What follows belongs to an exercise in optimizing a design on an open flow for small area, a short achievable clock period and few clock cycles per item; a production flow would make more cautious choices.
Function was checked by simulation only, so behaviour that the tests miss may differ from the original.

==> flow/design.v <==
`timescale 1ns/10ps
module lenet_top (
    input  logic         clk,
    input  logic         rst,
    input  logic         start,
    input  logic         load_en,
    input  logic [2:0]   load_row_idx,
    input  logic [127:0] load_row,
    input  logic         ker_wr_en,
    input  logic [19:0]  ker_wr,
    input  logic [1:0]   rd_row_idx,
    output logic [47:0]  rd_row,
    output logic         busy,
    output logic         done
);
    logic [127:0] img [8];
    logic [7:0]   row_nar;           
    logic [15:0]  ker [9];
    logic [15:0]  bias;
    logic [47:0]  res [3];           
    function automatic logic pix_narrow(input logic [15:0] p);
        pix_narrow = (p[15:10] == 6'h00) || (p[15:10] == 6'h3f);
    endfunction
    function automatic logic w_narrow(input logic [15:0] w);
        w_narrow = (w[15:7] == 9'h000) || (w[15:7] == 9'h1ff);
    endfunction
    logic         wq_img;
    logic [2:0]   wq_idx;
    logic [127:0] wq_row;
    logic         wq_kw;
    logic [3:0]   wq_tap;
    logic [15:0]  wq_val;
    logic         wq_ker;
    logic [2:0]   wq_lo;     
    always_ff @(posedge clk)
    begin
        wq_img <= load_en;
        wq_idx <= load_row_idx;
        wq_lo  <= (load_row_idx < 3'd2) ? 3'd0 : load_row_idx - 3'd2;
        wq_row <= load_row;
        wq_kw  <= ker_wr_en;
        wq_tap <= ker_wr[19:16];
        wq_val <= ker_wr[15:0];
    end
    assign wq_ker = wq_kw && (wq_tap <= 4'd9);
    logic load_nar;
    always_comb
    begin
        load_nar = 1'b1;
        for (int c = 0; c < 8; c++)
            if (!pix_narrow(wq_row[16*c +: 16]))
                load_nar = 1'b0;
    end
    for (genvar j = 0; j < 8; j++)
    begin : g_img
        always_ff @(posedge clk)
        begin
            if (wq_img && wq_idx == 3'(j))
            begin
                img[j]     <= wq_row;
                row_nar[j] <= load_nar;
            end
        end
    end
    for (genvar t = 0; t < 9; t++)
    begin : g_ker
        always_ff @(posedge clk)
        begin
            if (wq_kw && wq_tap == 4'(t))
                ker[t] <= wq_val;
        end
    end
    always_ff @(posedge clk)
    begin
        if (wq_kw && wq_tap == 4'd9)
            bias <= wq_val;
    end
    logic [2:0] krow_nar;
    for (genvar r = 0; r < 3; r++)
    begin : g_knar
        assign krow_nar[r] = w_narrow(ker[3*r]) && w_narrow(ker[3*r+1]) && w_narrow(ker[3*r+2]);
    end
    logic       busy_r;
    logic       done_r;
    logic       start_acc;
    logic [2:0] fc;          
    logic [2:0] he_row;      
    logic       v1, v2, v3;
    logic [2:0] row1, row2, row3;
    logic       rb;          
    logic [2:0] tgt;         
    logic       pk;          
    logic       fl;          
    logic       f_we;
    assign start_acc = start && !busy_r;
    assign pk    = v3 && row3[0] && !busy_r && !rb;
    assign fl    = rb || pk;
    assign f_we = v3 && (!row3[0] || busy_r);
    always_ff @(posedge clk)
    begin
        if (rst)
        begin
            busy_r <= 1'b0;
            done_r <= 1'b0;
        end
        else
        begin
            if (start_acc)
                busy_r <= 1'b1;
            else if (done_r)
                busy_r <= 1'b0;
            done_r <= busy_r && !done_r && (fc == 3'd6 || (v2 && last2 && row2 == 3'd5 && !fl));
        end
    end
    assign busy = busy_r;
    assign done = done_r;
    logic [2:0] cr;
    logic [1:0] rr;
    logic       pa;
    logic       pb;
    logic [2:0] rs;          
    logic [7:0] rs_oh;       
    logic       park;
    logic       pw;
    logic       ww;
    logic       issue;
    logic       p_first;
    logic       p_last;
    assign pw      = |(rs_oh & ~row_nar);
    assign ww      = !krow_nar[rr];
    assign issue   = (cr != 3'd6) && (!park || busy_r);
    assign p_first = (rr == 2'd0) && !pa && !pb;
    assign p_last  = (rr == 2'd2) && (pa == pw) && (pb == ww);
    logic       first1, first2;
    logic       last1, last2;
    logic [1:0] sh1;
    logic [2:0] sh2;         
    logic [3:0] hr;          
    always_comb
    begin
        logic rb_img;
        logic rb_ker;
        rb_img = wq_img && (({1'b0, wq_idx} < hr) || (issue && rs == wq_idx));
        rb_ker = wq_ker && (hr != 4'd0 || issue);
        rb     = rb_img || rb_ker;
        if (rb_ker)
            tgt = 3'd0;
        else if (wq_lo < fc)
            tgt = {wq_lo[2:1], 1'b0};
        else
            tgt = fc;
    end
    always_ff @(posedge clk)
    begin
        if (rst)
        begin
            cr   <= 3'd0;
            rr   <= 2'd0;
            pa   <= 1'b0;
            pb   <= 1'b0;
            rs   <= 3'd0;
            rs_oh <= 8'h01;
            hr   <= 4'd0;
            park <= 1'b0;
        end
        else
        begin
            if (fl)
            begin
                cr <= rb ? tgt : row3;
                rs <= rb ? tgt : row3;
                rs_oh <= 8'h01 << (rb ? tgt : row3);
                if (rb && tgt == 3'd0)
                    hr <= 4'd0;
                else
                    hr <= {1'b0, rb ? tgt : row3} + 4'd2;
                rr <= 2'd0;
                pa <= 1'b0;
                pb <= 1'b0;
            end
            else if (issue)
            begin
                if ({1'b0, rs} >= hr)
                    hr <= {1'b0, rs} + 4'd1;
                if (pb != ww)
                    pb <= 1'b1;
                else
                begin
                    pb <= 1'b0;
                    if (pa != pw)
                        pa <= 1'b1;
                    else
                    begin
                        pa <= 1'b0;
                        if (rr == 2'd2)
                        begin
                            rr <= 2'd0;
                            cr <= cr + 3'd1;
                            rs <= rs - 3'd1;
                            rs_oh <= {rs_oh[0], rs_oh[7:1]};
                        end
                        else
                        begin
                            rr <= rr + 2'd1;
                            rs <= rs + 3'd1;
                            rs_oh <= {rs_oh[6:0], rs_oh[7]};
                        end
                    end
                end
            end
            if (rb || busy_r)
                park <= 1'b0;
            else if (pk)
                park <= 1'b1;
        end
    end
    logic [127:0] rrow;
    logic [10:0]  opa_n [8];
    logic [15:0]  kw    [3];
    logic [8:0]   kx    [3];
    logic [10:0]  opa   [8];
    logic [2:0]   b_one [3][4];
    logic [2:0]   b_two [3][4];
    logic [2:0]   b_neg [3][4];
    logic [1:0]   neg3;
    always_comb
    begin
        rrow = '0;
        for (int j = 0; j < 8; j++)
            rrow = rrow | ({128{rs_oh[j]}} & img[j]);
    end
    for (genvar c = 0; c < 8; c++)
    begin : g_opa
        logic [15:0] p;
        assign p = rrow[16*c +: 16];
        always_comb
        begin
            if (!pw)
                opa_n[c] = p[10:0];
            else if (!pa)
                opa_n[c] = {3'b000, p[7:0]};
            else
                opa_n[c] = {{3{p[15]}}, p[15:8]};
        end
    end
    logic [3:0] b1_n [3];
    logic [3:0] b2_n [3];
    logic [3:0] bn_n [3];
    for (genvar c = 0; c < 3; c++)
    begin : g_booth
        always_comb
        begin
            case (rr)
                2'd0:    kw[c] = ker[c];
                2'd1:    kw[c] = ker[3 + c];
                default: kw[c] = ker[6 + c];
            endcase
            kx[c] = pb ? kw[c][15:7] : {kw[c][7:0], 1'b0};
            for (int k = 0; k < 4; k++)
            begin
                logic x2, x1, x0;
                x2 = kx[c][2*k+2];
                x1 = kx[c][2*k+1];
                x0 = kx[c][2*k];
                b1_n[c][k] = x1 ^ x0;
                b2_n[c][k] = (x2 && !x1 && !x0) || (!x2 && x1 && x0);
                bn_n[c][k] = x2 && !(x1 && x0);
            end
        end
    end
    logic [10:0] opa_r [8];
    logic [3:0]  b1_r [3];
    logic [3:0]  b2_r [3];
    logic [3:0]  bn_r [3];
    logic [1:0]  n3_r;
    always_ff @(posedge clk)
    begin
        for (int c = 0; c < 8; c++)
            opa_r[c] <= opa_n[c];
        for (int c = 0; c < 3; c++)
        begin
            b1_r[c] <= b1_n[c];
            b2_r[c] <= b2_n[c];
            bn_r[c] <= bn_n[c];
        end
        n3_r <= 2'(bn_n[0][3]) + 2'(bn_n[1][3]) + 2'(bn_n[2][3]);
        row1   <= cr;
        first1 <= p_first;
        last1  <= p_last;
        sh1    <= 2'(pa) + 2'(pb);
    end
    always_ff @(posedge clk)
    begin
        if (rst)
            v1 <= 1'b0;
        else
            v1 <= issue && !fl;
    end
    localparam logic [35:0] KCONST = 36'hFFFF80800;
    logic [35:0] ss_n [6];
    logic [35:0] sc_n [6];
    for (genvar l = 0; l < 6; l++)
    begin : g_mstage
        logic [35:0] rows [13];
        for (genvar c = 0; c < 3; c++)
        begin : g_prod
            logic [10:0] a;
            assign a = opa_r[l + c];
            for (genvar k = 0; k < 4; k++)
            begin : g_dig
                logic [11:0] m;
                logic [11:0] v;
                assign m = ({12{b1_r[c][k]}} & {a[10], a}) | ({12{b2_r[c][k]}} & {a, 1'b0});
                assign v = m ^ {12{bn_r[c][k]}};
                if (k == 0)
                begin : g_r0
                    assign rows[4*c+k] = 36'({~v[11], v[10:0]});
                end
                else
                begin : g_rk
                    assign rows[4*c+k] = (36'({~v[11], v[10:0]}) << (2*k)) | (36'(bn_r[c][k-1]) << (2*k-2));
                end
            end
        end
        assign rows[12] = KCONST | (36'(n3_r) << 6);
        logic [35:0] t1 [9];
        logic [35:0] t2 [6];
        logic [35:0] t3 [4];
        logic [35:0] t4 [3];
        for (genvar g = 0; g < 4; g++)
        begin : g_l1
            assign t1[2*g]   = rows[3*g] ^ rows[3*g+1] ^ rows[3*g+2];
            assign t1[2*g+1] = ((rows[3*g] & rows[3*g+1]) | (rows[3*g] & rows[3*g+2]) | (rows[3*g+1] & rows[3*g+2])) << 1;
        end
        assign t1[8] = rows[12];
        for (genvar g = 0; g < 3; g++)
        begin : g_l2
            assign t2[2*g]   = t1[3*g] ^ t1[3*g+1] ^ t1[3*g+2];
            assign t2[2*g+1] = ((t1[3*g] & t1[3*g+1]) | (t1[3*g] & t1[3*g+2]) | (t1[3*g+1] & t1[3*g+2])) << 1;
        end
        for (genvar g = 0; g < 2; g++)
        begin : g_l3
            assign t3[2*g]   = t2[3*g] ^ t2[3*g+1] ^ t2[3*g+2];
            assign t3[2*g+1] = ((t2[3*g] & t2[3*g+1]) | (t2[3*g] & t2[3*g+2]) | (t2[3*g+1] & t2[3*g+2])) << 1;
        end
        assign t4[0] = t3[0] ^ t3[1] ^ t3[2];
        assign t4[1] = ((t3[0] & t3[1]) | (t3[0] & t3[2]) | (t3[1] & t3[2])) << 1;
        assign t4[2] = t3[3];
        assign ss_n[l] = t4[0] ^ t4[1] ^ t4[2];
        assign sc_n[l] = ((t4[0] & t4[1]) | (t4[0] & t4[2]) | (t4[1] & t4[2])) << 1;
    end
    logic [35:0] ss_r [6];
    logic [35:0] sc_r [6];
    always_ff @(posedge clk)
    begin
        for (int l = 0; l < 6; l++)
        begin
            ss_r[l] <= ss_n[l];
            sc_r[l] <= sc_n[l];
        end
        row2   <= row1;
        first2 <= first1;
        last2  <= last1;
        sh2    <= {sh1 == 2'd2, sh1 == 2'd1, sh1 == 2'd0};
    end
    always_ff @(posedge clk)
    begin
        if (rst)
            v2 <= 1'b0;
        else
            v2 <= v1 && !fl;
    end
    logic [35:0] acc [6];
    logic [35:0] bias_sc;
    assign bias_sc = {{12{bias[15]}}, bias, 8'h00};
    always_ff @(posedge clk)
    begin
        begin
            for (int l = 0; l < 6; l++)
            begin
                logic [35:0] base;
                logic [35:0] xs;
                logic [35:0] xc;
                base = first2 ? bias_sc : acc[l];
                xs = ({36{sh2[0]}} & ss_r[l]) | ({36{sh2[1]}} & (ss_r[l] << 8)) | ({36{sh2[2]}} & (ss_r[l] << 16));
                xc = ({36{sh2[0]}} & sc_r[l]) | ({36{sh2[1]}} & (sc_r[l] << 8)) | ({36{sh2[2]}} & (sc_r[l] << 16));
                acc[l] <= base + xs + xc;
            end
        end
        row3 <= row2;
    end
    always_ff @(posedge clk)
    begin
        if (rst)
            v3 <= 1'b0;
        else
            v3 <= v2 && last2 && !fl;
    end
    function automatic logic [15:0] sat_conv(input logic [35:0] a);
        if (a[35:23] == 13'h0000 || a[35:23] == 13'h1fff)
            sat_conv = a[23:8];
        else
            sat_conv = a[35] ? 16'h8000 : 16'h7fff;
    endfunction
    function automatic logic sgt(input logic [15:0] a, input logic [15:0] b);
        logic [15:0] ua, ub;
        logic [15:0] g, e;
        ua = {~a[15], a[14:0]};
        ub = {~b[15], b[14:0]};
        g  = ua & ~ub;
        e  = ~(ua ^ ub);
        for (int w = 1; w < 16; w = 2 * w)
            for (int i = 0; i < 16; i = i + 2 * w)
            begin
                g[i] = g[i + w] | (e[i + w] & g[i]);
                e[i] = e[i + w] & e[i];
            end
        sgt = g[0];
    endfunction
    function automatic logic [15:0] smax(input logic [15:0] a, input logic [15:0] b);
        smax = sgt(a, b) ? a : b;
    endfunction
    logic [47:0] h_even;
    logic [47:0] hrow;       
    logic [47:0] prow;       
    always_comb
    begin
        for (int c = 0; c < 3; c++)
        begin
            logic [15:0] sa, sb, he;
            logic        gab, gah, gbh;
            sa  = sat_conv(acc[2*c]);
            sb  = sat_conv(acc[2*c+1]);
            he  = h_even[16*c +: 16];
            gab = sgt(sa, sb);
            gah = sgt(sa, he);
            gbh = sgt(sb, he);
            hrow[16*c +: 16] = gab ? sa : sb;
            if (gab)
                prow[16*c +: 16] = gah ? sa : he;
            else
                prow[16*c +: 16] = gbh ? sb : he;
        end
    end
    always_ff @(posedge clk)
    begin
        if (f_we && !row3[0])
        begin
            h_even <= hrow;
            he_row <= row3;
        end
        for (int p = 0; p < 3; p++)
            if (f_we && row3[0] && row3[2:1] == 2'(p))
                res[p] <= prow;
    end
    always_ff @(posedge clk)
    begin
        if (rst)
            fc <= 3'd0;
        else if (rb)
            fc <= tgt;
        else if (f_we)
            fc <= row3 + 3'd1;
    end
    logic [1:0] rd_idx_q;
    always_ff @(posedge clk)
    begin
        rd_idx_q <= rd_row_idx;
    end
    always_comb
    begin
        case (rd_idx_q)
            2'd0:    rd_row = res[0];
            2'd1:    rd_row = res[1];
            default: rd_row = res[2];
        endcase
    end
endmodule
==> flow/flow/run.sh <==
#!/bin/bash
set -euo pipefail
bash standard.sh SETUP_SLACK_MARGIN=6.5 finish > flow_make.log 2>&1
==> flow/standard.sh <==
#!/bin/bash
# synth_recipe.tcl (not shown) runs the flow's synth.tcl, then flattens the netlist and writes it again
# the make line also repeats each setting of config.mk as NAME=value (left out here)
make -C /OpenROAD-flow-scripts/flow DESIGN_CONFIG=/design/flow/config.mk WORK_HOME=/design/flow/orfs CLKGATE_MAP_FILE= SYNTH_SCRIPT=/design/flow/synth_recipe.tcl "${@:-finish}"
==> flow/config.mk <==
export PLATFORM = sky130hd
export DESIGN_NAME = lenet_top
export DESIGN_NICKNAME = lenet_top
export VERILOG_FILES = /design/flow/design.v
export SDC_FILE = /design/flow/constraint.sdc
export NUM_CORES = 4
export LEC_CHECK = 0
export CAP_MARGIN = 20
export CORE_MARGIN = 2
export CORE_UTILIZATION = 40
export SETUP_SLACK_MARGIN = 5
export SLEW_MARGIN = 20
==> flow/constraint.sdc <==
create_clock -name core_clock -period 11.0 [get_ports {clk}]
set_input_delay 2.2000 -clock core_clock [delete_from_list [all_inputs] [get_ports {clk}]]
set_output_delay 2.2000 -clock core_clock [all_outputs]
set_load 0.01 [all_outputs]
==> run_results.csv <==
group,metric,value,unit
routing,antenna_left,0,
min_path,hold_class,"reg -> reg",
global_routing,grt_usage,25.77,%
sta,slew_headroom,26.10,%
global_routing,use_met3,5.784,%
clocking,clockRootBuffer,"clkbuf_16",
global_routing,grt_use_met2,40.29,%
finish,multi_input_area,63850,µm²
sta,finalCriticalPeriod,4.598,ns
min_path,whs_path_depth,0,
synth,synth_cells,11289,
finish,final-seq-area,57200,µm²
finish,final_common_cell,"inv_1",
global_routing,grt_pass1_vias,92788,
min_path,worstHoldEndpoint,"row2[1]",
global_routing,grt-ovfl-total,0,
run_status,status,"complete, no violations",
sta,timing.final.crit_share,41.80,%
floorplan,die_area,325900,µm²
floorplan,rows,208,
sta,worstMarginPinSlew,1.107,ns
clocking,clk_latency,0.94,ns
floorplan,core,320400,µm²
worst_setup_path,path_max_fanout,39,
global_routing,antenna_found_initial,21,
place,pre_cts_ws,5.313,ns
routing,vias,92234,
global_routing,grt_first_pass_wirelength,623500,µm
routing,vias_per_cell,5.873,
synth,avgSynthCellArea,11.39,µm²
synth,ys_ff_latch,2155,
floorplan,die_h,570.9,µm
routing,drt_pass1_iterations,11,
clocking,numCtsBuffers,228,
finish,fillCellCount,29213,
synth,async_flop_share,0,%
routing,drc_errors,0,
floorplan,io_pins,208,
routing,drt_iter0_drc,11036,
place,gp_congestion,0.9653,
sta,hold_viol_final,0,
global_routing,grt_use_met1,34.66,%
worst_setup_path,cp.arrival,5.33,ns
worst_setup_path,end_kind,"flip-flop",
place,dp.cells,15182,
sta,setup_viol,0,
finish,area_growth,12.71,%
floorplan,start_util,40.12,%
finish,final_nets,12907,
sta,clock.fmax,0.2175,GHz
synth,yosysUniqueCellTypes,94,
worst_setup_path,reg2reg_slack,6.40,ns
clocking,cts_tree,"yes",
clocking,clk_path_buf_depth,4,
synth,yosysWarnings,49,
clocking,clk_pin_slew_worst_paths,0.06,ns
synth,yosysSeqAreaShare,44.34,%
routing,totalWireLength,431900,µm
place,numPortBuffers,207,
worst_setup_path,cp-start-kind,"flip-flop",
finish,mostFrequentLayoutCells,"inv_1, edfxtp_1, a22oi_1",
worst_setup_path,regToRegStartpoint,"b2_r[0][1]",
synth,synth.net_count,13002,
routing,routedWlPerCell,27.50,µm
flow_run,cap_violations,0,
synth,netlist_area,128500,µm²
worst_setup_path,reg2reg_depth,11,
sta,grt_setup_unrepaired,"yes",
sta,slew_viol_final,0,
worst_setup_path,worstPathRequired,11.73,ns
synth,synth-edff-count,1384,
synth,synthFlopType,"edfxtp_1",
sta,setup_ws,6.402,ns
clocking,h-tree-depth,4,
global_routing,busiest_layer,"met2",
finish,stdcell_count,15706,
finish,drive_gt1_share,7.926,%
sta,fin_setup_tns,0,ns
worst_setup_path,path_class,"reg -> reg",
worst_setup_path,r2r-end,"ss_r[3][13]",
global_routing,grt_start_max_net_pins,118,
floorplan,die_x,570.9,µm
clocking,cts_sinks,2155,
min_path,hold_start,"row1[1]",
sta,skew,0.1028,ns
place,dp_hpwl,276500,µm
cells in the mapped netlist, types with 18 or more instances:
| cell | count | area [µm²] |
|---|---|---|
| inv_1 | 1459 | 5477 |
| edfxtp_1 | 1384 | 41560 |
| a22oi_1 | 1218 | 9144 |
| fa_1 | 896 | 17940 |
| dfxtp_1 | 771 | 15430 |
| xnor2_1 | 738 | 6464 |
| ha_1 | 659 | 8245 |
| clkbuf_1 | 616 | 2312 |
| a21oi_1 | 561 | 2808 |
| nand2_1 | 503 | 1888 |
| xor2_1 | 335 | 2934 |
| nor2_1 | 283 | 1062 |
| o21ai_0 | 245 | 1226 |
| a21o_1 | 161 | 1209 |
| a221oi_1 | 135 | 1182 |
| buf_1 | 126 | 473.0 |
| nand4_1 | 123 | 769.5 |
| mux2i_1 | 95 | 950.9 |
| a22o_1 | 84 | 735.7 |
| nor3_1 | 67 | 335.3 |
| a31oi_1 | 66 | 412.9 |
| nand3_1 | 64 | 320.3 |
| and2_1 | 55 | 344.1 |
| nor2b_1 | 46 | 287.8 |
| o21bai_1 | 42 | 315.3 |
| nand2b_1 | 41 | 256.5 |
| and4_1 | 38 | 332.8 |
| a221o_1 | 36 | 360.4 |
| nor4_1 | 34 | 212.7 |
| o21a_1 | 32 | 240.2 |
| a222oi_1 | 30 | 300.3 |
| o22ai_1 | 27 | 168.9 |
| a211oi_1 | 23 | 172.7 |
| and3_1 | 21 | 131.4 |
| mux4_2 | 20 | 450.4 |
| or2_2 | 19 | 118.9 |
| or3_1 | 19 | 118.9 |
| or4_1 | 18 | 135.1 |
per-stage QoR:
stage	instance area, µm²	util, %	hold WS (ns)
6_report	144900	45.22	0.3264
5_1_grt	144900	45.22	0.3356
4_1_cts	143800	44.90	0.3265
3_5_place_dp	134600	42.01	0.3121
3_3_place_gp	134600	42.01	0.3126
2_1_floorplan	128600	-	0.3096
worst max path at each step:
stage,from,endpoint,slack (ns),depth (start not counted)
after CTS,rd_idx_q[0],rd_row[16],6.35,5
after floorplan,wq_idx[1],img[7][0],4.46,2
final,b2_r[0][1],ss_r[3][13],6.40,11
after global placement,first2,acc[0][35],5.21,18
after global routing,rd_idx_q[0],rd_row[3],6.44,5
after detailed placement,sh2[0],acc[4][35],5.31,16
metal layers:
metal,up-vias,part of all wire (%),wire length (µm)
met2,5164,44,190700
met5,-,0.011,47
met1,46499,41,175100
met3,1048,10,45320
met4,6,4.8,20700
li1,39517,-,-
worst max-delay path, stage by stage (launching register included):
cell and delay (ns):
dfxtp_4 0.62, buf_8 0.38, or2_2 0.43, nand2_1 0.12, xor2_1 0.18, ha_1 0.29, inv_1 0.05, fa_1 0.49
fa_1 0.45, fa_1 0.52, inv_1 0.06, fa_1 0.69
what timing repair did:
item	in CTS	in global routing
setup buffers	32	31
hold buffers	0	0
resized for setup	250	177
pin swaps	10	49
cloned	18	6
setup endpoints to repair	487	248
final cells by class:
class / count / share of cell area, %
Clock inverter: 144 / 1.088
Timing Repair inverter: 2 / 0.01209
Multi-Input combinational cell: 6899 / 44.07
Antenna cell: 8 / 0.01382
Tap cell: 4305 / 3.718
Timing Repair Buffer: 447 / 3.591
Clock buffer: 285 / 4.231
Inverter: 1461 / 3.796
Sequential cell: 2155 / 39.48
kinds of logic (layout without fill, tap and decap cells):
kind of cell | after synthesis | in the layout | share of synthesized area [%]
flip-flops | 2155 | 2155 | 44.34
AND/OR/NAND/NOR | 1351 | 1353 | 5.042
adder cells (fa/ha/maj) | 1555 | 1555 | 20.37
XOR/XNOR | 1074 | 1074 | 7.324
multiplexers | 125 | 125 | 1.189
AO/OA/AOI/OAI | 2791 | 2792 | 15.11
other | 0 | 8 | 0
buffers and inverters | 2238 | 2339 | 6.623
state kept, by name, indices dropped and copies added, names as in the netlist, 4 cells and up:
register / count
sc_r: 108
wq_row: 128
b2_r: 12
opa_r: 88
wq_tap: 4
rs_oh: 8
ker: 144
bias: 16
wq_val: 16
bn_r: 12
ss_r: 114
acc: 216
row_nar: 8
res: 144
b1_r: 12
h_even: 48
img: 1024
hr: 4
Testbench counts, summed over its fixed seeds: cycles 2,376, images 96.

## static timing again, ports no longer ideal
No port has a modelled driver above. Below, the same layout with a new extraction and two added sets of constraints. Step 1 (the two cells are an assumption about what drives the block):
set clk [get_ports {clk}]
set_driving_cell -lib_cell sky130_fd_sc_hd__clkbuf_16 $clk
set_driving_cell -lib_cell sky130_fd_sc_hd__buf_2 [delete_from_list [all_inputs] $clk]
Step 2 also shifts input and output timing later by t, the mid clock arrival at the registers, as if the neighbouring blocks saw the same clock. Slacks: ideal / step 1 / step 2; pairs: ideal / step 1.
t (ns): 0.998
slack for setup (ns): 6.402 / 6.402 / 6.402
worst register clock-pin slew, ns: 0.08 / 0.08
cell pins on the clock port's net: 1
After both steps setup and hold are still met in this run. The setup slack of this run moves by 0.000 ns with the drivers and by 0.000 ns with both steps.
